Source: an optimization exercise on an open RTL-to-GDS flow (aim: small area, a short achievable clock period and few clock cycles). Production flows keep margins and buffers that such runs may drop.
At most, simulation tests tie the RTL to the original design; equivalence was not proved.
For run 3, only the layout was checked, not whether the RTL still works.
No driver is modelled on the clock port, so clocking that relies on it looks cheaper here than on a real chip.
Power is estimated from default activity; no workload was simulated.

$ cat flow/design.v
package mams_pkg;
  localparam int unsigned ResponseW = 4;
  localparam int unsigned CountW    = 8;
  localparam int unsigned TotalW    = 11;
  localparam int unsigned MeanW     = 12;
  localparam int unsigned MedianW   = 4;
  localparam int unsigned FracBits  = 8;
  localparam int unsigned RecW = CountW + TotalW + MedianW + 1;
endpackage
module mams_cell (
  input  logic       clk_i,
  input  logic       clr_i,
  input  logic       inc_i,
  input  logic [6:0] k_i,
  output logic       flag_o
);
  logic [6:0] c_q;
  logic [6:0] g, e;
  logic       g65, e65, g43, e43, g21, e21, g63, e63, g20, e20, gt, eq;
  assign g = c_q & ~k_i;
  assign e = ~(c_q ^ k_i);
  assign g65 = g[6] | (e[6] & g[5]);
  assign e65 = e[6] & e[5];
  assign g43 = g[4] | (e[4] & g[3]);
  assign e43 = e[4] & e[3];
  assign g21 = g[2] | (e[2] & g[1]);
  assign e21 = e[2] & e[1];
  assign g63 = g65 | (e65 & g43);
  assign e63 = e65 & e43;
  assign g20 = g21 | (e21 & g[0]);
  assign e20 = e21 & e[0];
  assign gt  = g63 | (e63 & g20);
  assign eq  = e63 & e20;
  assign flag_o = clr_i ? inc_i : (gt | (inc_i & eq));
  logic [6:0] sum;
  logic       co;
  assign {co, sum} = {1'b0, c_q} + {7'd0, inc_i};
  always_ff @(posedge clk_i) begin
    if (clr_i) c_q <= {6'd0, inc_i};
    else       c_q <= sum | {7{co}};
  end
endmodule
module mams_div (
  input  logic                      clk_i,
  input  logic                      rst_ni,
  input  logic                      load_i,
  input  logic [mams_pkg::RecW-1:0] rec_i,
  output logic                      free_o,    
  output logic                      soon_o,    
  output logic                      valid_o,
  output logic [7:0]                count_o,
  output logic [10:0]               total_o,
  output logic [11:0]               mean_o,
  output logic [3:0]                median_o,
  output logic                      overflow_o
);
  logic [3:0]  cnt_q;      
  logic        run_q;
  logic        valid_q;
  logic [7:0]  dn_q;
  logic [10:0] dt_q;
  logic [3:0]  dm_q;
  logic        do_q;
  logic [11:0] q_q;
  logic [7:0]  rem_q;
  logic [7:0]  rc;
  logic [10:0] rs;
  logic [8:0]  trial;
  logic [8:0]  step;
  logic        sub;
  assign {rc, rs} = rec_i[mams_pkg::RecW-1:5];
  assign sub   = !rem_q[7];
  assign trial = {rem_q, q_q[11]};
  assign step  = trial + ({1'b0, dn_q} ^ {9{sub}}) + {8'd0, sub};
  assign free_o = !run_q;
  assign soon_o = !run_q || cnt_q <= 4'd2;
  always_ff @(posedge clk_i or negedge rst_ni) begin
    if (!rst_ni) begin
      run_q   <= 1'b0;
      valid_q <= 1'b0;
      cnt_q   <= '0;
    end else begin
      valid_q <= run_q && cnt_q == 4'd1;
      if (load_i) begin
        run_q <= 1'b1;
        cnt_q <= 4'd12;
      end else if (run_q) begin
        cnt_q <= cnt_q - 4'd1;
        if (cnt_q == 4'd1) run_q <= 1'b0;
      end
    end
  end
  always_ff @(posedge clk_i) begin
    if (load_i) begin
      {dn_q, dt_q, dm_q, do_q} <= rec_i;
    end
  end
  always_ff @(posedge clk_i) begin
    if (load_i) begin
      rem_q <= {1'b0, rs[10:4]};
      q_q   <= {rs[3:0], 8'd0};
    end else begin
      rem_q <= step[7:0];
      q_q   <= {q_q[10:0], !step[8]};
    end
  end
  assign valid_o    = valid_q;
  assign count_o    = dn_q;
  assign total_o    = dt_q;
  assign mean_o     = q_q;
  assign median_o   = dm_q;
  assign overflow_o = do_q;
endmodule
module mean_and_median_of_set (
  input  logic                           clk_i,
  input  logic                           rst_ni,
  input  logic                           start,
  output logic                           busy,
  input  logic [mams_pkg::ResponseW-1:0] response_i,
  input  logic                           last_i,
  output logic                           valid_o,
  output logic [mams_pkg::CountW-1:0]    count_o,
  output logic [mams_pkg::TotalW-1:0]    total_o,
  output logic [mams_pkg::MeanW-1:0]     mean_q8_o,
  output logic [mams_pkg::MedianW-1:0]   median_o,
  output logic                           overflow_o
);
  logic       busy_q;
  logic       in_v;       
  logic       in_keep;    
  logic [3:0] in_x;
  logic       in_last;
  logic       take;
  logic       room;       
  assign busy = busy_q;
  assign take = start && !busy_q;
  always_ff @(posedge clk_i or negedge rst_ni) begin
    if (!rst_ni) begin
      in_v    <= 1'b0;
      in_keep <= 1'b0;
    end else begin
      in_v    <= take;
      in_keep <= take && room;
    end
  end
  always_ff @(posedge clk_i) begin
    in_x    <= response_i;
    in_last <= last_i;
  end
  logic        fresh_q;    
  logic        rec_v_q;    
  logic        hold;       
  logic        close;
  logic [6:0]  k_q;        
  logic        p_q;        
  logic [14:0] flag_q;     
  logic        first_q;    
  logic [3:0]  med_h_q;    
  logic [7:0]  cnt;
  logic [3:0]  slo_q;      
  logic [6:0]  shi_q;      
  logic        sc_q;       
  logic [6:0]  shi;
  logic [4:0]  slo;
  logic        ovf_q;
  logic [14:0] flag;
  logic [15:0] f;
  logic [3:0]  med;
  logic [mams_pkg::RecW-1:0] rec;
  assign close = in_v && in_last;
  assign room  = close || fresh_q || !(k_q[6] && (!p_q || in_keep));
  always_ff @(posedge clk_i or negedge rst_ni) begin
    if (!rst_ni) begin
      fresh_q <= 1'b1;
      rec_v_q <= 1'b0;
      first_q <= 1'b0;
    end else begin
      fresh_q <= close || hold;
      rec_v_q <= close || hold;
      first_q <= close;
    end
  end
  always_ff @(posedge clk_i) begin
    if (hold) begin
      k_q   <= k_q;
      p_q   <= p_q;
      ovf_q <= ovf_q;
    end else if (fresh_q) begin
      k_q   <= {6'd0, in_keep};
      p_q   <= in_keep;
      ovf_q <= in_v && !in_keep;
    end else begin
      k_q   <= k_q + {6'd0, in_keep && !p_q};
      p_q   <= p_q ^ in_keep;
      ovf_q <= ovf_q || (in_v && !in_keep);
    end
  end
  assign shi = shi_q + {6'd0, sc_q};
  assign slo = (fresh_q ? 5'd0 : {1'b0, slo_q}) + (in_keep ? {1'b0, in_x} : 5'd0);
  always_ff @(posedge clk_i) begin
    if (!hold) begin
      slo_q <= slo[3:0];
      sc_q  <= slo[4];
      shi_q <= fresh_q ? 7'd0 : shi;
    end
  end
  for (genvar v = 0; v < 15; v++) begin : g_cum
    mams_cell u_cell (
      .clk_i (clk_i),
      .clr_i (fresh_q),
      .inc_i (in_keep && (in_x <= 4'(v))),
      .k_i   (k_q),
      .flag_o(flag[v])
    );
  end
  always_ff @(posedge clk_i) begin
    flag_q <= flag;
  end
  assign f = {1'b1, flag_q};
  always_comb begin
    med[3] = !f[7];
    med[2] = (f[7] && !f[3]) || (f[15] && !f[11]);
    med[1] = 1'b0;
    for (int j = 0; j < 4; j++) med[1] = med[1] || (f[4*j+3] && !f[4*j+1]);
    med[0] = 1'b0;
    for (int j = 0; j < 8; j++) med[0] = med[0] || (f[2*j+1] && !f[2*j]);
  end
  assign cnt = p_q ? {k_q - 7'd1, 1'b1} : {k_q, 1'b0};
  always_ff @(posedge clk_i) begin
    if (first_q) med_h_q <= med;
  end
  assign rec = {cnt, shi, slo_q, first_q ? med : med_h_q, ovf_q};
  logic       div_free, div_soon, div_load;
  logic [mams_pkg::RecW-1:0] div_rec;
  assign hold     = rec_v_q && !div_free;
  assign div_load = div_free && rec_v_q;
  assign div_rec  = rec;
  logic ca, cb, ge1, ge2;
  assign ca  = close;
  assign cb  = take && last_i;
  assign ge1 = rec_v_q || ca || cb;
  assign ge2 = (rec_v_q && (ca || cb)) || (ca && cb);
  always_ff @(posedge clk_i or negedge rst_ni) begin
    if (!rst_ni) busy_q <= 1'b0;
    else         busy_q <= div_soon ? ge2 : ge1;
  end
  mams_div u_div (
    .clk_i     (clk_i),
    .rst_ni    (rst_ni),
    .load_i    (div_load),
    .rec_i     (div_rec),
    .free_o    (div_free),
    .soon_o    (div_soon),
    .valid_o   (valid_o),
    .count_o   (count_o),
    .total_o   (total_o),
    .mean_o    (mean_q8_o),
    .median_o  (median_o),
    .overflow_o(overflow_o)
  );
endmodule
$ cat flow/flow/run.sh
#!/bin/bash
# The standard layout (standard.sh), with one change to the clock tree: after
# clock tree synthesis, the root clock buffer, which only passes the clock on
# to the two branch buffers, is taken out, so the clock port drives the branch
# buffers directly. Every register keeps the same number of buffers (two)
# between the clock port and its clock pin; only the whole tree gets faster.
# Tool output goes to standard.log and flatten_clock.log.
here=$(pwd)
export POST_CTS_TCL="$here/flow/flatten_clock.tcl"
export FLATTEN_CLOCK_LOG="$here/flatten_clock.log"
bash standard.sh > standard.log 2>&1
$ cat flow/flow/flatten_clock.tcl
set log [open $::env(FLATTEN_CLOCK_LOG) w]
set block [ord::get_db_block]
set port [$block findBTerm clk_i]
set pnet [$port getNet]
set roots [$pnet getITerms]
puts $log "clock port drives [llength $roots] cell pin(s)"
if {[llength $roots] == 1} {
  set rin [lindex $roots 0]
  set root [$rin getInst]
  set rout [$root findITerm X]
  set rnet [$rout getNet]
  set sinks {}
  set ok [string match "sky130_fd_sc_hd__clkbuf_*" [[$root getMaster] getName]]
  foreach s [$rnet getITerms] {
    if {[$s getInst] eq $root} { continue }
    if {![string match "sky130_fd_sc_hd__clkbuf_*" [[[$s getInst] getMaster] getName]]} { set ok 0 }
    lappend sinks $s
  }
  if {$ok && [llength $sinks] >= 1 && [llength $sinks] <= 4} {
    foreach s $sinks {
      $s disconnect
      $s connect $pnet
    }
    $rout disconnect
    $rin disconnect
    puts $log "removed [$root getName]: port now drives [llength $sinks] clock buffers"
    odb::dbInst_destroy $root
    odb::dbNet_destroy $rnet
  } else {
    puts $log "kept the root buffer: [llength $sinks] loads, all clock buffers: $ok"
  }
}
estimate_parasitics -placement
close $log
$ cat flow/standard.sh
#!/bin/bash
# synth_recipe.tcl (not shown) runs the flow's synth.tcl, then flattens the netlist and writes it again
# the make line also repeats each setting of config.mk as NAME=value (left out here)
make -C /OpenROAD-flow-scripts/flow DESIGN_CONFIG=/design/flow/config.mk WORK_HOME=/design/flow/orfs CLKGATE_MAP_FILE= SYNTH_SCRIPT=/design/flow/synth_recipe.tcl "${@:-finish}"
$ cat flow/config.mk
export PLATFORM = sky130hd
export DESIGN_NAME = mean_and_median_of_set
export DESIGN_NICKNAME = mean_and_median_of_set
export VERILOG_FILES = /design/flow/design.v
export SDC_FILE = /design/flow/constraint.sdc
export NUM_CORES = 4
export LEC_CHECK = 0
export ABC_CLOCK_PERIOD_IN_PS = 2200
export CAP_MARGIN = 20
export CORE_MARGIN = 2
export CORE_UTILIZATION = 70
export CTS_CLUSTER_DIAMETER = 80
export CTS_CLUSTER_SIZE = 20
export PLACE_DENSITY = 0.8
export SETUP_SLACK_MARGIN = 3.8
export SLEW_MARGIN = 20
$ cat flow/constraint.sdc
create_clock -name core_clock -period 6.0 [get_ports {clk_i}]
set_input_delay 1.2000 -clock core_clock [delete_from_list [all_inputs] [get_ports {clk_i}]]
set_output_delay 1.2000 -clock core_clock [all_outputs]
set_load 0.01 [all_outputs]
==> impl_results.md, run 1 <==
- Die area: 0.01690 mm^2
- Placement Cell Area: 0.01171 mm^2
- Min-Delay Path Depth: 2
- End-of-flow core utilization: 80.24%
- Fin crit share: 35.89%
- Die height: 130.0 um
- DP Worst Slack: 3.075 ns
- CTS tree: built
- Crit end category: flop
- DRC violations left: 0
- Pin count of the biggest net entering global routing: 81
- Detailed Route WL: 25.45 mm
- Antenna Cells: 0
- Area grow syn2layout: 13.46%
- Routed Antenna Nets: 0
- Clock Skews: 0.01534 ns
- HP Class: reg -> reg
- Yosys reg bits: 206
- GR Layer Usage met1: 39.80%
- XOR/XNOR Fraction of Synth Area: 5.202%
- Fmax: 464.4 MHz
- Grt peak-use layer: met2
- Ys flop type: dfxtp_1
- Max-cap violations: 0
- Post-synthesis simple-gate area fraction: 17.00%
- Initial detailed-routing violation count: 539
- Final hold vios: 0
- Clock-pin slew on the worst setup and hold paths: 0.08 ns
- Met3 usage: 3.854%
- Slew @ Worst Pin: 0.9572 ns
- R2R Setup Slk: 3.85 ns
- Vias per inst: 6.072
- DRT Pass-1 Iters: 5
- IO Count: 46
- WP data arrival: 2.39 ns
- Mapped Cells: 1149
- Core Region: 0.01571 mm^2
- Layout Cell Area excl Fill: 0.01261 mm^2
- Row count: 46
- First-pass GRT wire length: 39.99 mm
- # setup viols final: 0
- Number of fill cells: 1005
- CP Max Fanout: 8
- Yosys warning count: 3
- Mapped Nets: 1315
- Total Routing Usage GR: 29.42%
- Leak: 5.460 nW
- Vias in the first global route: 8134
- Layout cells sized above 1: 13.47%
- Placed insts: 1382
- Ys async rst share: 5.825%
- Port buffer count: 45
- R2R cell count: 8
- Wirelength per Cell: 17.40 um
- Total negative setup slack: 0 ns
- Routability congestion estimate: 0.8367
- Starting utilization of the core area: 70.72%
- Setup crit start kind: flop
- Layout Cells excl Fill: 1463
- Slew Limit Fails: 0
- Max-slew headroom at the worst pin: 36.03%
- GRT met2 Usage: 50.26%
- Synth Area in Adders: 18.02%
- Status: finished clean
- WP data required: 6.24 ns
- Sequential cell area fraction in the yosys report: 41.72%
- Period minus WS final: 2.153 ns
- Vias: 8883
- Clock Latency Late Sink: 0.34 ns
- Clk sinks: 206
- GR Overflow Total: 0
- Post-synth EDFFs: 45
- Compound-Gate Fraction of Synth Area: 14.45%
- Mean post-synth cell area: 9.671 um^2
- Largest family of logic cells by synthesized area: adder cells
- Layout Nets: 1405
- Cell variety after synth: 67
- RSZ-0062 raised after global routing: yes
- Post-route setup slack: 3.847 ns
- PD cells: 440.6 mW/mm^2
- Mux share of post-synthesis cell area: 0.6306%
- Mapped cell area: 0.01111 mm^2
- Worst IR Drop VDD: 0.3158 mV
- Initial antenna violation count: 0
- Chip width: 130.0 um
- Setup Crit Path Kind: reg -> reg
- Detail Placement HPWL: 15.75 mm
-- synth_stat cells (6+ instances only) --
cell	n	area, um^2
nand3_1	45	225.2
nand4_1	22	137.6
nor3_1	27	135.1
or2_2	11	68.82
xor2_1	8	70.07
and3_1	41	256.5
a211oi_1	18	135.1
xnor2_1	58	508.0
nor2_1	67	251.5
inv_1	50	187.7
buf_1	8	30.03
mux2i_1	7	70.07
clkbuf_1	15	56.30
edfxtp_1	45	1351
a31oi_1	20	125.1
a21o_1	7	52.55
a21oi_1	117	585.6
and4_1	8	70.07
nand2_1	74	277.8
ha_1	156	1952
o21ai_0	50	250.2
dfxtp_1	149	2983
and2_1	22	137.6
nor2b_1	18	112.6
dfrtp_1	11	275.3
a22oi_1	6	45.04
-- placed cells by master, fill, tap and decap left out, types with 27 or more instances in the layout --
master and count:
nor3_1 27, inv_1 43, nor2_1 66, a21oi_1 115
dfxtp_1 137, o21ai_0 48, and3_1 39, nand2_1 74
buf_2 38, xnor2_1 58, nand3_1 45, edfxtp_1 45
buf_4 50, ha_1 151
-- cell type report --
cell class / instances / area, um^2 / area share, %
clock inverter: 2 / 15.01 / 0.1191
clock buffer: 21 / 386.6 / 3.067
sequential: 206 / 4666 / 37.01
inverter: 51 / 220.2 / 1.747
tap: 216 / 270.3 / 2.144
multi-input combinational: 862 / 6233 / 49.44
timing repair buffer: 104 / 810.8 / 6.431
timing repair inverter: 1 / 5.005 / 0.03970
-- per-layer routing --
layer	vias up	share of wire, %
li1	4383	-
met1	4235	45
met2	216	47
met3	49	4.9
met4	0	2.6
met5	-	0
-- worst max-delay path, cell delays in order, from the launching register on --
cell	delay, ns
dfrtp_4	0.51
or4b_4	0.52
nor2_1	0.12
ha_2	0.21
ha_1	0.19
and3_4	0.20
nand3_1	0.09
mux2i_1	0.16
nor2_1	0.05
-- report_power, final --
part	switching [W]	internal (W)	total [W]	leakage (nW)
Sequential	0.000274	0.00182	0.00210	1.79
Clock	0.000461	0.000451	0.000912	0.194
Combinational	0.00145	0.00110	0.00255	3.48
-- worst paths after layout --
check	startpoint	to
max	in_keep$_DFF_PN0_	g_cum[0].u_cell.c_q[6]$_SDFF_PP0_
min	u_div.q_q[9]$_DFF_P_	u_div.q_q[10]$_DFF_P_
max reg2reg	in_keep$_DFF_PN0_	g_cum[0].u_cell.c_q[6]$_SDFF_PP0_
min reg2reg	u_div.q_q[9]$_DFF_P_	u_div.q_q[10]$_DFF_P_
max in group asynchronous	rst_ni	in_keep$_DFF_PN0_
min in group asynchronous	rst_ni	rec_v_q$_DFF_PN0_
-- registers in the layout, indices dropped and copies added (netlist names), 7 cells and up --
register and cells:
u_div.dt_q 11, k_q 7, u_div.q_q 12, u_div.dn_q 8, g_cum.u_cell.c_q 105, u_div.rem_q 8
flag_q 15, shi_q 7
-- kinds of logic after synthesis --
group,count (synthesis)
AO/OA/AOI/OAI,268
XOR/XNOR,66
adder cells (fa/ha/maj),159
buffers and inverters,81
flip-flops,206
multiplexers,7
AND/OR/NAND/NOR,362
-- through the flow --
step           hold WS (ns)  power (W)
2_1_floorplan        0.4275   0.003579
3_3_place_gp         0.4296   0.004164
3_5_place_dp         0.4333   0.004247
5_1_grt              0.4644   0.005902
6_report             0.4363   0.005555
Testbench counts, summed over its fixed seeds: cycles 57,488.
==> run 2, diff against run 1 <==
--- a/flow/design.v
+++ b/flow/design.v
@@ -150,6 +150,7 @@
   logic        fresh_q;    
   logic        rec_v_q;    
   logic        hold;       
+  logic        restart;    
   logic        close;
   logic [6:0]  k_q;        
   logic        p_q;        
@@ -180,12 +181,9 @@
       first_q <= close;
     end
   end
-  always_ff @(posedge clk_i) begin
-    if (hold) begin
-      k_q   <= k_q;
-      p_q   <= p_q;
-      ovf_q <= ovf_q;
-    end else if (fresh_q) begin
+  assign restart = fresh_q && !hold;
+  always_ff @(posedge clk_i) begin
+    if (restart) begin
       k_q   <= {6'd0, in_keep};
       p_q   <= in_keep;
       ovf_q <= in_v && !in_keep;
@@ -196,18 +194,16 @@
     end
   end
   assign shi = shi_q + {6'd0, sc_q};
-  assign slo = (fresh_q ? 5'd0 : {1'b0, slo_q}) + (in_keep ? {1'b0, in_x} : 5'd0);
-  always_ff @(posedge clk_i) begin
-    if (!hold) begin
-      slo_q <= slo[3:0];
-      sc_q  <= slo[4];
-      shi_q <= fresh_q ? 7'd0 : shi;
-    end
+  assign slo = (restart ? 5'd0 : {1'b0, slo_q}) + (in_keep ? {1'b0, in_x} : 5'd0);
+  always_ff @(posedge clk_i) begin
+    slo_q <= slo[3:0];
+    sc_q  <= slo[4];
+    shi_q <= restart ? 7'd0 : shi;
   end
   for (genvar v = 0; v < 15; v++) begin : g_cum
     mams_cell u_cell (
       .clk_i (clk_i),
-      .clr_i (fresh_q),
+      .clr_i (restart),
       .inc_i (in_keep && (in_x <= 4'(v))),
       .k_i   (k_q),
       .flag_o(flag[v])
==> run 2 against run 1 <==
Total power decreased by 6.9%. Wire length decreased by 8.0%. Non-clock buffer count decreased by 29. Cell area decreased by 4.7%. Cell count decreased by 3.9%. Critical path type is now reg -> out. Via count decreased by 5.0%. Combinational power decreased by 13%. First-iteration DRC count decreased by 3.5%. Largest cell class unchanged. Worst setup slack improved by 0.0024 ns. Synthesized cell count decreased by 0.26%. Sequential cell count unchanged. Highest routed layer unchanged. Sequential share of layout area about the same.
==> impl_results.md, run 2 <==
- Status: finished clean
- Fmax: 465.0 MHz
- Sequential cell area fraction in the yosys report: 40.66%
- Initial detailed-routing violation count: 520
- Mapped Nets: 1312
- Detailed Route WL: 23.41 mm
- Die height: 128.7 um
- Cell variety after synth: 69
- WP data required: 4.80 ns
- Crit-path leading delay family: flip-flops
- Sw Share: 38.08%
- WP data arrival: 0.95 ns
- Slew @ Worst Pin: 0.8503 ns
- Starting utilization of the core area: 71.60%
- Port buffer count: 45
- Worst IR Drop VDD: 0.3334 mV
- Die area: 0.01656 mm^2
- Layout cells sized above 1: 11.17%
- Comb pwr share: 43.0%
- Routed Antenna Nets: 0
- Number of fill cells: 1064
- Ys async rst share: 5.825%
- Max-slew headroom at the worst pin: 43.23%
- Antenna Cells: 0
- CP Max Fanout: 2
- Max stage delay on crit path: 0.44 ns
- DRC violations left: 0
- First-pass GRT wire length: 38.71 mm
- Max-cap violations: 0
- Total negative setup slack: 0 ns
- Clk pwr share: 17.3%
- PD cells: 430.6 mW/mm^2
- Chip width: 128.7 um
- Cells along the critical path: buf_2
- Synth Area in Adders: 18.39%
- Max reg flops: 105
- Layout Nets: 1378
- Yosys reg bits: 206
- Routability congestion estimate: 0.8473
- R2R Setup Slk: 3.90 ns
- Core Region: 0.01520 mm^2
- Mean post-synth cell area: 9.498 um^2
- CTS tree: built
- Clk sinks: 206
- Vias: 8442
- Commonest cells post-synth: 170 x dfxtp_1, 156 x ha_1, 121 x a21oi_1
- Largest Register: g_cum.u_cell.c_q
- Pin count of the biggest net entering global routing: 50
- Period minus WS final: 2.151 ns
- Post-synth EDFFs: 24
- DRT Pass-1 Iters: 5
- Compound-Gate Fraction of Synth Area: 14.66%
- Total Routing Usage GR: 28.67%
- Area leader, netlist: dfxtp_1
- Vias in the first global route: 7994
- Leak: 5.340 nW
- Slew Limit Fails: 0
- Most frequent cells in the layout: 158 x dfxtp_1, 156 x ha_1, 119 x a21oi_1, 90 x nor2_1, 72 x nand2_1
- Clock Latency Late Sink: 0.34 ns
- Final hold vios: 0
- Setup Crit Path Kind: reg -> out
- Detail Placement HPWL: 15.23 mm
- Crit end category: primary output
- Share of power burned in registers: 39.8%
- Yosys top cell area share: 31.27%
- RSZ-0062 raised after global routing: yes
- Mapped Cells: 1146
- Top flop regs: g_cum.u_cell.c_q (105), flag_q (15), u_div.q_q (12)
- HP Class: reg -> reg
- Wirelength per Cell: 16.65 um
- Clock-pin slew on the worst setup and hold paths: 0.09 ns
- Most common cell after layout, fill and taps aside: dfxtp_1
- Most common cell in the synthesized netlist: dfxtp_1
- IO Count: 46
- Fin crit share: 35.85%
- Worst path buffer plus inverter count: 1
- Initial antenna violation count: 0
- Pint: 0.003202 W
- CP max stage cell: edfxtp_1
- GR Overflow Total: 0
- Post-synthesis simple-gate area fraction: 16.78%
- Net switching power: 0.001969 W
- Vias per inst: 6.004
- Largest family of logic cells by synthesized area: adder cells
- Setup crit start kind: flop
- End-of-flow core utilization: 79.00%
- Mapped cell area: 0.01088 mm^2
- Ys flop type: dfxtp_1
- Clock Skews: 0.02206 ns
- Mux share of post-synthesis cell area: 0.6438%
- Row count: 45
- Area grow syn2layout: 10.35%
- # setup viols final: 0
- Yosys warning count: 3
- Ranking of synthesized cells by area: dfxtp_1 31%, ha_1 18%, edfxtp_1 6.6%
- XOR/XNOR Fraction of Synth Area: 5.552%
-- run 2: area by class of cell --
type / count / area, um^2 / area share [%]
inverters: 60 / 245.2 / 2.042
flip-flops and latches: 206 / 4444 / 37.00
well taps: 188 / 235.2 / 1.959
repair buffers: 75 / 526.8 / 4.386
clock buffers: 19 / 369.1 / 3.073
clock inverters: 2 / 18.77 / 0.1563
multi-input cells: 856 / 6171 / 51.38
-- run 2: worst paths after layout --
path	startpoint	cells after the start	end
setup / recovery	u_div.dn_q[2]$_DFFE_PP_	1	count_o[2]
hold / removal	ovf_q$_DFF_P_	0	u_div.do_q$_DFFE_PP_
setup reg to reg	in_x[2]$_DFF_P_	8	g_cum[6].u_cell.c_q[6]$_SDFF_PP0_
hold reg to reg	ovf_q$_DFF_P_	0	u_div.do_q$_DFFE_PP_
max in group asynchronous	rst_ni	1	in_keep$_DFF_PN0_
min in group asynchronous	rst_ni	1	u_div.cnt_q[1]$_DFFE_PN0P_
-- run 2: per-layer routing --
metal	share of wire, %	vias up	track usage [%]
li1	-	4255	-
met1	46	3968	38.24
met2	48	181	49.52
met3	3.9	38	3.202
met4	2.4	0	8.312
met5	0	-	0
-- run 2: power by group through the flow --
stage	registers [W]	clock network (W)	logic (W)
6_report	0.00206	0.000892	0.00222
5_1_grt	0.00210	0.000948	0.00252
3_5_place_dp	0.00206	0	0.00212
3_3_place_gp	0.00206	0	0.00204
2_1_floorplan	0.00200	0	0.00162
-- run 2: cells by family (layout without fill, tap and decap cells) --
group | count (synthesis) | count (layout)
adder cells (fa/ha/maj) | 159 | 159
AO/OA/AOI/OAI | 263 | 263
multiplexers | 7 | 7
AND/OR/NAND/NOR | 356 | 358
buffers and inverters | 86 | 156
flip-flops | 206 | 206
XOR/XNOR | 69 | 69
-- run 2: metrics by stage --
stage / hold slack, ns / power [W] / worst slack, ns / cell area (um^2) / std cells
after floorplan: 0.4052 / 0.003621 / 3.952 / 10880 / 1146
after global placement: 0.4220 / 0.004096 / 3.495 / 11480 / 1358
after detailed placement: 0.4235 / 0.004181 / 3.446 / 11480 / 1358
after global routing: 0.4663 / 0.005559 / 3.731 / 12010 / 1406
final: 0.4435 / 0.005171 / 3.849 / 12010 / 1406
Testbench counts of run 2, summed over its fixed seeds: cycles 57,488.
==> run 3, diff against run 2 <==
--- a/flow/design.v
+++ b/flow/design.v
@@ -150,13 +150,10 @@
   logic        fresh_q;    
   logic        rec_v_q;    
   logic        hold;       
-  logic        restart;    
   logic        close;
   logic [6:0]  k_q;        
   logic        p_q;        
   logic [14:0] flag_q;     
-  logic        first_q;    
-  logic [3:0]  med_h_q;    
   logic [7:0]  cnt;
   logic [3:0]  slo_q;      
   logic [6:0]  shi_q;      
@@ -174,16 +171,17 @@
     if (!rst_ni) begin
       fresh_q <= 1'b1;
       rec_v_q <= 1'b0;
-      first_q <= 1'b0;
     end else begin
       fresh_q <= close || hold;
       rec_v_q <= close || hold;
-      first_q <= close;
-    end
-  end
-  assign restart = fresh_q && !hold;
-  always_ff @(posedge clk_i) begin
-    if (restart) begin
+    end
+  end
+  always_ff @(posedge clk_i) begin
+    if (hold) begin
+      k_q   <= k_q;
+      p_q   <= p_q;
+      ovf_q <= ovf_q;
+    end else if (fresh_q) begin
       k_q   <= {6'd0, in_keep};
       p_q   <= in_keep;
       ovf_q <= in_v && !in_keep;
@@ -194,23 +192,25 @@
     end
   end
   assign shi = shi_q + {6'd0, sc_q};
-  assign slo = (restart ? 5'd0 : {1'b0, slo_q}) + (in_keep ? {1'b0, in_x} : 5'd0);
-  always_ff @(posedge clk_i) begin
-    slo_q <= slo[3:0];
-    sc_q  <= slo[4];
-    shi_q <= restart ? 7'd0 : shi;
+  assign slo = (fresh_q ? 5'd0 : {1'b0, slo_q}) + (in_keep ? {1'b0, in_x} : 5'd0);
+  always_ff @(posedge clk_i) begin
+    if (!hold) begin
+      slo_q <= slo[3:0];
+      sc_q  <= slo[4];
+      shi_q <= fresh_q ? 7'd0 : shi;
+    end
   end
   for (genvar v = 0; v < 15; v++) begin : g_cum
     mams_cell u_cell (
       .clk_i (clk_i),
-      .clr_i (restart),
+      .clr_i (fresh_q),
       .inc_i (in_keep && (in_x <= 4'(v))),
       .k_i   (k_q),
       .flag_o(flag[v])
     );
   end
   always_ff @(posedge clk_i) begin
-    flag_q <= flag;
+    if (!hold) flag_q <= flag;
   end
   assign f = {1'b1, flag_q};
   always_comb begin
@@ -222,23 +222,32 @@
     for (int j = 0; j < 8; j++) med[0] = med[0] || (f[2*j+1] && !f[2*j]);
   end
   assign cnt = p_q ? {k_q - 7'd1, 1'b1} : {k_q, 1'b0};
-  always_ff @(posedge clk_i) begin
-    if (first_q) med_h_q <= med;
-  end
-  assign rec = {cnt, shi, slo_q, first_q ? med : med_h_q, ovf_q};
+  assign rec = {cnt, shi, slo_q, med, ovf_q};
+  logic [mams_pkg::RecW-1:0] slot_q;
+  logic       fill_q, fill_d;
   logic       div_free, div_soon, div_load;
+  logic       push_ok;
   logic [mams_pkg::RecW-1:0] div_rec;
-  assign hold     = rec_v_q && !div_free;
-  assign div_load = div_free && rec_v_q;
-  assign div_rec  = rec;
-  logic ca, cb, ge1, ge2;
+  assign push_ok  = !fill_q || div_free;
+  assign hold     = rec_v_q && !push_ok;
+  assign div_load = div_free && (fill_q || rec_v_q);
+  assign div_rec  = fill_q ? slot_q : rec;
+  assign fill_d   = rec_v_q ? !(div_load && !fill_q) : (fill_q && !div_load);
+  always_ff @(posedge clk_i or negedge rst_ni) begin
+    if (!rst_ni) fill_q <= 1'b0;
+    else         fill_q <= fill_d;
+  end
+  always_ff @(posedge clk_i) begin
+    if (rec_v_q && push_ok) slot_q <= rec;
+  end
+  logic ca, cb, ge2, ge3;
   assign ca  = close;
   assign cb  = take && last_i;
-  assign ge1 = rec_v_q || ca || cb;
-  assign ge2 = (rec_v_q && (ca || cb)) || (ca && cb);
+  assign ge2 = (fill_q && (rec_v_q || ca || cb)) || (rec_v_q && (ca || cb)) || (ca && cb);
+  assign ge3 = (fill_q && rec_v_q && (ca || cb)) || ((fill_q || rec_v_q) && ca && cb);
   always_ff @(posedge clk_i or negedge rst_ni) begin
     if (!rst_ni) busy_q <= 1'b0;
-    else         busy_q <= div_soon ? ge2 : ge1;
+    else         busy_q <= div_soon ? ge3 : ge2;
   end
   mams_div u_div (
     .clk_i     (clk_i),
==> run 3 against run 2 <==
Count of clock-buffer cells in the layout rose by 3. Area after synthesis rose by 12%. Synthesized cell count rose by 4.7%. Die area rose by 12%. First-iteration DRC count rose by 41%. Sequential share of layout area rose by 2.4 points.
==> impl_results.md, run 3 <==
- Vias: 9505
- Fmax: 431.9 MHz
- IO Count: 46
- Chip width: 136.2 um
- Grt peak-use layer: met2
- Routed Antenna Nets: 0
- R2R Setup Slk: 3.83 ns
- Most common cell in the synthesized netlist: ha_1
- Mean post-synth cell area: 10.19 um^2
- PD cells: 447.6 mW/mm^2
- Clock Latency Late Sink: 0.35 ns
- Max-slew headroom at the worst pin: 59.70%
- Clock Skews: 0.01732 ns
- Max reg flops: 105
- Yosys warning count: 3
- Crit end category: flop
- Die area: 0.01855 mm^2
- Core Region: 0.01718 mm^2
- Min-Delay Path Depth: 2
- Area leader, netlist: dfxtp_1
- Yosys top cell area share: 21.28%
- GR Layer Usage met1: 38.38%
- DRC violations left: 0
- Layout Nets: 1460
- Vias in the first global route: 8989
- End-of-flow core utilization: 80.61%
- Clock-pin slew on the worst setup and hold paths: 0.08 ns
- DRT Pass-1 Iters: 5
- Worst IR Drop VDD: 0.3132 mV
- Mapped Nets: 1366
- Crit-path leading delay family: buffers and inverters
- Status: finished clean
- Detail Placement HPWL: 17.17 mm
- Layout Cell Area excl Fill: 0.01385 mm^2
- Starting utilization of the core area: 71.20%
- Slew Limit Fails: 0
- Top flop regs: g_cum.u_cell.c_q (105), slot_q (24), flag_q (15)
- CP max stage cell: clkdlybuf4s50_1
- Routability congestion estimate: 0.8286
- Total negative setup slack: 0 ns
- Setup Crit Path Kind: in -> reg
- CTS tree: built
- Worst path buffer plus inverter count: 1
- Detailed Route WL: 28.44 mm
- Ys flop type: dfxtp_1
- Pin count of the biggest net entering global routing: 75
- Port buffer count: 45
- HP Class: reg -> reg
- Hold path endpoint: u_div.q_q[11]$_DFF_P_
- Initial detailed-routing violation count: 732
- Reg-to-reg endpoint: flag_q[13]$_DFFE_PN_
- Antenna Cells: 0
- # setup viols final: 0
- Final hold vios: 0
- Setup crit start kind: primary input
- Worst Min Path Start: u_div.q_q[10]$_DFF_P_
- Max stage delay on crit path: 0.40 ns
- Area grow syn2layout: 13.21%
- Mapped cell area: 0.01223 mm^2
- Total Routing Usage GR: 29.45%
- Die height: 136.2 um
- Fin Hold WS: 0.4409 ns
- GR Overflow Total: 0
- Cells along the critical path: clkdlybuf4s50_1 -> nor2b_2 -> and2_1 -> maj3_2 -> a21oi_1 -> o21ai_0
- WP data required: 6.21 ns
- Clk sinks: 226
- Yosys reg bits: 226
- Fin crit share: 38.59%
- Largest Register: g_cum.u_cell.c_q
- Commonest cells post-synth: 156 x ha_1, 130 x dfxtp_1, 113 x a21oi_1
- Period minus WS final: 2.315 ns
- FF-to-FF Start: k_q[1]$_SDFFCE_PP0N_
- Slew @ Worst Pin: 0.6045 ns
- R2R cell count: 10
- CP Max Fanout: 4
- Placed insts: 1442
- Placement Cell Area: 0.01287 mm^2
- Cell variety after synth: 71
- Ys async rst share: 5.310%
- Vias per inst: 6.221
- Post-synth EDFFs: 84
- Mapped Cells: 1200
- Ranking of synthesized cells by area: dfxtp_1 21%, edfxtp_1 21%, ha_1 16%
- WP data arrival: 2.53 ns
- Wirelength per Cell: 18.61 um
- GRT met2 Usage: 50.25%
- Max-cap violations: 0
- Initial antenna violation count: 0
- Leak: 5.940 nW
- Most common cell after layout, fill and taps aside: ha_1
- Met3 usage: 3.318%
- Layout cells sized above 1: 15.43%
- RSZ-0062 raised after global routing: yes
- First-pass GRT wire length: 43.78 mm
- Sequential cell area fraction in the yosys report: 44.37%
- Row count: 48
- Layout Cells excl Fill: 1528
- Most frequent cells in the layout: 151 x ha_1, 117 x dfxtp_1, 110 x a21oi_1, 84 x edfxtp_1, 68 x nor2_1
## run 3: cell types whose count changed after synthesis, moves of 13 or more
cell,previous run,this run
nor2_1,90,69
dfxtp_1,170,130
o21ai_0,32,45
edfxtp_1,24,84
mux2_2,0,23
## run 3: worst register-to-register path: cells and delay by family (launching register included)
kind	cells	cell delay [ns]
flops	1	0.41
compound gates	3	0.38
buf+inv	4	0.67
fa+ha+maj	1	0.19
simple gates	2	0.23
## run 3: metrics by stage
stage               worst slack, ns  power (W)
finish                        3.685   0.006197
detailed placement            2.764   0.004758
floorplan                     3.712   0.004017
global route                  3.666   0.006571
global placement              2.902   0.004650
## run 3: area by class of cell
| type | count | area [um^2] |
|---|---|---|
| timing repair inverter | 1 | 7.507 |
| tap | 225 | 281.5 |
| sequential | 226 | 5459 |
| fill | 1127 | 3331 |
| clock inverter | 3 | 23.77 |
| clock buffer | 22 | 390.4 |
| multi-input combinational | 875 | 6534 |
| inverter | 65 | 267.8 |
| timing repair buffer | 111 | 882.1 |
## run 3: cells by family after synthesis
group | Yosys count | share of synthesized area [%]
flops | 226 | 44.37
xor+xnor | 69 | 4.941
simple gates | 352 | 15.23
fa+ha+maj | 160 | 16.45
buf+inv | 99 | 3.223
compound gates | 268 | 13.42
mux | 26 | 2.363
## run 3: layer usage
layer | vias to the layer above | wire, um
met3 | 87 | 1697
li1 | 4589 | -
met1 | 4496 | 12090
met2 | 333 | 13600
met5 | - | 0
met4 | 0 | 1061
## run 3: how the worst max path moves through the flow
stage / startpoint / to / slack [ns] / depth (start not counted)
after floorplan: fill_q$_DFF_PN0_ / slot_q[0]$_DFFE_PP_ / 3.71 / 3
after global placement: fresh_q$_DFF_PN1_ / slo_q[3]$_DFFE_PN_ / 2.90 / 7
after detailed placement: fresh_q$_DFF_PN1_ / slo_q[3]$_DFFE_PN_ / 2.76 / 7
after global routing: start / busy_q$_DFF_PN0_ / 3.67 / 6
final: start / busy_q$_DFF_PN0_ / 3.68 / 6
## run 3: report_power, final
| group | internal, W | switching (W) |
|---|---|---|
| combinational | 0.00123 | 0.00161 |
| sequential | 0.00210 | 0.000289 |
| clock | 0.000460 | 0.000511 |
==> run 4, diff against run 3 <==
--- a/flow/design.v
+++ b/flow/design.v
@@ -73,7 +73,7 @@
   assign trial = {rem_q, q_q[11]};
   assign step  = trial + ({1'b0, dn_q} ^ {9{sub}}) + {8'd0, sub};
   assign free_o = !run_q;
-  assign soon_o = !run_q || cnt_q <= 4'd2;
+  assign soon_o = run_q ? cnt_q <= 4'd3 : !load_i;
   always_ff @(posedge clk_i or negedge rst_ni) begin
     if (!rst_ni) begin
       run_q   <= 1'b0;
@@ -149,7 +149,6 @@
   end
   logic        fresh_q;    
   logic        rec_v_q;    
-  logic        hold;       
   logic        close;
   logic [6:0]  k_q;        
   logic        p_q;        
@@ -172,16 +171,12 @@
       fresh_q <= 1'b1;
       rec_v_q <= 1'b0;
     end else begin
-      fresh_q <= close || hold;
-      rec_v_q <= close || hold;
-    end
-  end
-  always_ff @(posedge clk_i) begin
-    if (hold) begin
-      k_q   <= k_q;
-      p_q   <= p_q;
-      ovf_q <= ovf_q;
-    end else if (fresh_q) begin
+      fresh_q <= close;
+      rec_v_q <= close;
+    end
+  end
+  always_ff @(posedge clk_i) begin
+    if (fresh_q) begin
       k_q   <= {6'd0, in_keep};
       p_q   <= in_keep;
       ovf_q <= in_v && !in_keep;
@@ -194,11 +189,9 @@
   assign shi = shi_q + {6'd0, sc_q};
   assign slo = (fresh_q ? 5'd0 : {1'b0, slo_q}) + (in_keep ? {1'b0, in_x} : 5'd0);
   always_ff @(posedge clk_i) begin
-    if (!hold) begin
-      slo_q <= slo[3:0];
-      sc_q  <= slo[4];
-      shi_q <= fresh_q ? 7'd0 : shi;
-    end
+    slo_q <= slo[3:0];
+    sc_q  <= slo[4];
+    shi_q <= fresh_q ? 7'd0 : shi;
   end
   for (genvar v = 0; v < 15; v++) begin : g_cum
     mams_cell u_cell (
@@ -210,7 +203,7 @@
     );
   end
   always_ff @(posedge clk_i) begin
-    if (!hold) flag_q <= flag;
+    flag_q <= flag;
   end
   assign f = {1'b1, flag_q};
   always_comb begin
@@ -223,31 +216,48 @@
   end
   assign cnt = p_q ? {k_q - 7'd1, 1'b1} : {k_q, 1'b0};
   assign rec = {cnt, shi, slo_q, med, ovf_q};
-  logic [mams_pkg::RecW-1:0] slot_q;
-  logic       fill_q, fill_d;
+  logic [mams_pkg::RecW-1:0] slot0_q, slot1_q;
+  logic       ge1_q, ge2_q;    
+  logic       ge1_d, ge2_d;
   logic       div_free, div_soon, div_load;
-  logic       push_ok;
+  logic       pop, push;
   logic [mams_pkg::RecW-1:0] div_rec;
-  assign push_ok  = !fill_q || div_free;
-  assign hold     = rec_v_q && !push_ok;
-  assign div_load = div_free && (fill_q || rec_v_q);
-  assign div_rec  = fill_q ? slot_q : rec;
-  assign fill_d   = rec_v_q ? !(div_load && !fill_q) : (fill_q && !div_load);
-  always_ff @(posedge clk_i or negedge rst_ni) begin
-    if (!rst_ni) fill_q <= 1'b0;
-    else         fill_q <= fill_d;
-  end
-  always_ff @(posedge clk_i) begin
-    if (rec_v_q && push_ok) slot_q <= rec;
-  end
-  logic ca, cb, ge2, ge3;
-  assign ca  = close;
-  assign cb  = take && last_i;
-  assign ge2 = (fill_q && (rec_v_q || ca || cb)) || (rec_v_q && (ca || cb)) || (ca && cb);
-  assign ge3 = (fill_q && rec_v_q && (ca || cb)) || ((fill_q || rec_v_q) && ca && cb);
+  assign div_load = div_free && ge1_q;
+  assign div_rec  = slot0_q;
+  assign pop      = div_load;
+  assign push     = rec_v_q;
+  always_comb begin
+    ge1_d = ge1_q;
+    ge2_d = ge2_q;
+    if (push && !pop) begin
+      ge1_d = 1'b1;
+      ge2_d = ge1_q;
+    end else if (pop && !push) begin
+      ge1_d = ge2_q;
+      ge2_d = 1'b0;
+    end
+  end
+  always_ff @(posedge clk_i or negedge rst_ni) begin
+    if (!rst_ni) begin
+      ge1_q <= 1'b0;
+      ge2_q <= 1'b0;
+    end else begin
+      ge1_q <= ge1_d;
+      ge2_q <= ge2_d;
+    end
+  end
+  always_ff @(posedge clk_i) begin
+    if (!ge1_q || pop) slot0_q <= ge2_q ? slot1_q : rec;
+    if (rec_v_q)       slot1_q <= rec;
+  end
+  logic ca, cb, due2, due3;
+  assign ca   = close;
+  assign cb   = take && last_i;
+  assign due2 = ge2_d || (ge1_d && (ca || cb)) || (ca && cb);
+  assign due3 = (ge2_d && (ca || cb)) || (ge1_d && ca && cb);
   always_ff @(posedge clk_i or negedge rst_ni) begin
     if (!rst_ni) busy_q <= 1'b0;
-    else         busy_q <= div_soon ? ge3 : ge2;
+    else         busy_q <= div_soon ? due3 : due2;
   end
   mams_div u_div (
     .clk_i     (clk_i),
==> flow/flow/run.sh (replaced) <==
#!/bin/bash
# The standard layout (standard.sh), with one change to the clock tree: after
# clock tree synthesis, the buffers that only pass the root buffer's output on
# to other clock buffers are taken out, so every leaf clock buffer hangs
# directly off the root buffer. All registers keep the same number of buffers
# (two) between the clock port and their clock pins; only the whole tree gets
# faster. Tool output goes to standard.log and flatten_clock.log.
here=$(pwd)
export POST_CTS_TCL="$here/flow/flatten_clock.tcl"
export FLATTEN_CLOCK_LOG="$here/flatten_clock.log"
bash standard.sh > standard.log 2>&1
==> flow/flow/flatten_clock.tcl (replaced) <==
# Sourced by ORFS's cts.tcl after clock tree synthesis (POST_CTS_TCL).
# Takes out the clock buffers between the root buffer and the leaf buffers:
# each root-level branch buffer whose loads are all clock buffers has its
# loads moved onto the root buffer's output, and is removed.
set log [open $::env(FLATTEN_CLOCK_LOG) w]
set block [ord::get_db_block]
set port [$block findBTerm clk_i]
set pnet [$port getNet]
set roots {}
foreach it [$pnet getITerms] { lappend roots [$it getInst] }
puts $log "clock port drives [llength $roots] cell(s)"
foreach root $roots {
  set rout [$root findITerm X]
  if {$rout eq "NULL" || $rout eq ""} { continue }
  set rnet [$rout getNet]
  foreach it [$rnet getITerms] {
    set inst [$it getInst]
    if {$inst eq $root} { continue }
    if {![$it isInputSignal] && [[$it getMTerm] getName] ne "A"} { continue }
    if {![string match "sky130_fd_sc_hd__clkbuf_*" [[$inst getMaster] getName]]} { continue }
    set out [$inst findITerm X]
    set bnet [$out getNet]
    if {$bnet eq "NULL" || $bnet eq ""} { continue }
    set sinks {}
    set ok 1
    foreach s [$bnet getITerms] {
      if {[$s getInst] eq $inst} { continue }
      if {![string match "sky130_fd_sc_hd__clkbuf_*" [[[$s getInst] getMaster] getName]]} { set ok 0 }
      lappend sinks $s
    }
    if {!$ok || [llength $sinks] == 0} {
      puts $log "keep [$inst getName]: it drives registers"
      continue
    }
    foreach s $sinks {
      $s disconnect
      $s connect $rnet
    }
    $out disconnect
    $it disconnect
    puts $log "removed [$inst getName]: [llength $sinks] clock buffers moved to [$rnet getName]"
    odb::dbInst_destroy $inst
    odb::dbNet_destroy $bnet
  }
}
estimate_parasitics -placement
report_clock_latency
close $log
==> run 4 against run 3 <==
Wire length down 2.4%. Highest routed layer unchanged. Total power down 0.39%. Cell count up 0.65%. Worst setup slack better by 0.089 ns. Via count down 0.73%. Clock power up 8%. Largest power group is now sequential cells. Combinational power down 13%. Die area up 2.8%.
==> impl_results.md, run 4 <==
- Status: finished clean
- Crit end category: primary output
- Wirelength per Cell: 18.06 um
- Vias: 9436
- Routed Antenna Nets: 0
- Met2 WL: 13.58 mm
- Detailed Route WL: 27.77 mm
- Max stage delay on crit path: 0.42 ns
- Starting utilization of the core area: 70.74%
- Top sig layer: met4
- Cells along the critical path: buf_2
- Final hold vios: 0
- Vias in the first global route: 9148
- Worst path buffer plus inverter count: 1
- Leak: 5.987 nW
- Clk sinks: 251
- Chip width: 138.0 um
- Vias per inst: 6.135
- PD cells: 441.1 mW/mm^2
- Most frequent cells in the layout: 155 x ha_1, 152 x dfxtp_1, 108 x a21oi_1, 72 x edfxtp_1, 71 x nor2_1
- Yosys top cell area share: 26.42%
- CTS tree: built
- WP data arrival: 1.03 ns
- Mapped Nets: 1388
- Top flop regs: g_cum.u_cell.c_q (105), slot0_q (24), slot1_q (24)
- Die area: 0.01906 mm^2
- Cell variety after synth: 64
- CP Max Fanout: 2
- # setup viols final: 0
- Ys flop type: dfxtp_1
- Most common cell after layout, fill and taps aside: ha_1
- Sequential cell area fraction in the yosys report: 46.21%
- Clock-pin slew on the worst setup and hold paths: 0.09 ns
- Slew Limit Fails: 0
- Initial detailed-routing violation count: 620
- Port buffer count: 45
- Fin Hold WS: 0.4272 ns
- Period minus WS final: 2.227 ns
- Mapped cell area: 0.01258 mm^2
- CP max stage cell: edfxtp_1
- Most common cell in the synthesized netlist: dfxtp_1
- M1 WL: 12.12 mm
- DRT Pass-1 Iters: 8
- Initial antenna violation count: 0
- GR Overflow Total: 0
- Routability congestion estimate: 0.8663
- Mapped Cells: 1223
- Ys async rst share: 5.179%
- Crit-path leading delay family: flip-flops
- Ranking of synthesized cells by area: dfxtp_1 26%, edfxtp_1 17%, ha_1 15%
- Total negative setup slack: 0 ns
- DRC violations left: 0
- First-pass GRT wire length: 45.28 mm
- Commonest cells post-synth: 166 x dfxtp_1, 155 x ha_1, 110 x a21oi_1
- Clock Skews: 0.009193 ns
- Layout Cells excl Fill: 1538
- Layout Nets: 1466
- Area leader, netlist: dfxtp_1
- Setup Crit Path Kind: reg -> out
- Post-synth EDFFs: 72
- Setup crit start kind: flop
- Max-slew headroom at the worst pin: 27.81%
- RSZ-0062 raised after global routing: yes
- IO Count: 46
- Detail Placement HPWL: 17.32 mm
- Layout cells sized above 1: 13.29%
- Max reg flops: 105
- Largest Register: g_cum.u_cell.c_q
- Area grow syn2layout: 11.28%
- Number of fill cells: 1172
- Yosys reg bits: 251
- Fin crit share: 37.11%
- Antenna Cells: 0
- Slew @ Worst Pin: 1.083 ns
- Die height: 138.0 um
- Yosys warning count: 3
- Clock Latency Late Sink: 0.44 ns
- WP data required: 4.80 ns
- Core Region: 0.01778 mm^2
- Metal3 WL: 1.315 mm
- Row count: 49
- Placed insts: 1466
- HP Class: reg -> reg
- Max-cap violations: 0
- Worst IR Drop VDD: 0.4540 mV
- Total Routing Usage GR: 29.18%
- Pin count of the biggest net entering global routing: 56
- Mean post-synth cell area: 10.28 um^2
- Fmax: 449.1 MHz
[run 4: cell count changes in the layout (fill, tap and decap cells not counted), sizes merged, moves of 14 or more]
| cell | previous run | this run |
|---|---|---|
| and3 | 19 | 36 |
| buf | 104 | 89 |
| dfxtp | 130 | 166 |
| inv | 60 | 42 |
| nand2 | 65 | 51 |
[run 4: per-stage QoR]
stage                     utilization (%)  power [W]  area (um^2)  setup slack (ns)
after floorplan                         -   0.004314        12580             3.856
after global placement              74.26   0.004850        13200             3.117
after detailed placement            74.26   0.004973        13200             3.150
after global routing                78.72   0.006610        14000             3.739
final                               78.72   0.006173        14000             3.773
[run 4: where the power goes]
part / total (W) / leakage [nW] / internal, W / switching [W]
clock: 0.00105 / 0.207 / 0.000505 / 0.000545
combinational: 0.00245 / 3.60 / 0.00117 / 0.00128
sequential: 0.00268 / 2.18 / 0.00230 / 0.000381
total: 0.00617 / 5.99 / 0.00397 / 0.00220
[run 4: area by class of cell]
class	instances	area [um^2]	share of cell area, %
tap	229	286.5	2.047
clock buffer	22	401.6	2.870
timing repair buffer	96	710.7	5.078
clock inverter	2	37.54	0.2682
multi-input combinational	888	6502	46.46
inverter	50	215.2	1.538
sequential	251	5842	41.74
[run 4: path summary, 6_finish.rpt]
| kind | from | endpoint | slack, ns | cells past startpoint |
|---|---|---|---|---|
| hold / removal | slot0_q[20]$_DFFE_PP_ | u_div.dn_q[4]$_DFFE_PP_ | 0.43 | 0 |
| setup / recovery | u_div.dn_q[2]$_DFFE_PP_ | count_o[2] | 3.77 | 1 |
| setup reg to reg | u_div.dn_q[2]$_DFFE_PP_ | u_div.rem_q[7]$_SDFF_PP0_ | 3.85 | 8 |
| max in group asynchronous | rst_ni | in_keep$_DFF_PN0_ | 4.41 | 1 |
| hold reg to reg | slot0_q[20]$_DFFE_PP_ | u_div.dn_q[4]$_DFFE_PP_ | 0.43 | 0 |
| min in group asynchronous | rst_ni | u_div.cnt_q[1]$_DFFE_PN0P_ | 1.14 | 1 |
[run 4: routing by layer]
layer	up-vias	GRT usage (%)
met4	0	9.721
met2	243	49.32
li1	4636	-
met1	4502	37.98
met5	-	0
met3	55	5.715
[run 4: cell families (layout without fill, tap and decap cells)]
kind of cell / after synthesis / in the layout / share of synthesized area, %
AOI/OAI and AO/OA: 264 / 264 / 12.64
xor gates and xnor gates: 69 / 69 / 4.805
adders and majority gates: 157 / 157 / 15.74
buffers and inverters: 84 / 170 / 2.587
DFF: 251 / 251 / 46.21
muxes: 26 / 26 / 2.298
and+or+nand+nor: 372 / 372 / 15.72
Testbench counts of run 4, summed over its fixed seeds: cycles 54,465.

## what the ideal ports hide
In the flow no input, the clock included, has a driving cell. The finished layouts below were timed again as built, in two steps.
Step 1 sets driving cells, clkbuf_16 on the clock port and buf_2 on the other inputs (assumed; they add their load-dependent delay and slew).
Step 2, shift: input delay + t, output delay - t, t = (earliest + latest rising clock arrival at the registers) / 2. This alone moves slack from input paths to output paths.
Slacks: no drivers / after step 1 / after step 2; pairs: no drivers / after step 1.
run	shift t [ns]	setup slack, ns	latest minus earliest clock arrival (ns)
run 1	0.396	3.847 / 3.790 / 3.542	0.015 / 0.016
run 2	0.392	3.849 / 3.792 / 3.531	0.030 / 0.030
run 3	0.406	3.685 / 3.712 / 3.306	0.019 / 0.019
run 4	0.485	3.773 / 3.727 / 3.579	0.009 / 0.009
After both steps every run listed still meets setup and hold. The setup slack of run 3, which loses most, moves by +0.027 ns with the drivers and by -0.379 ns with both steps.
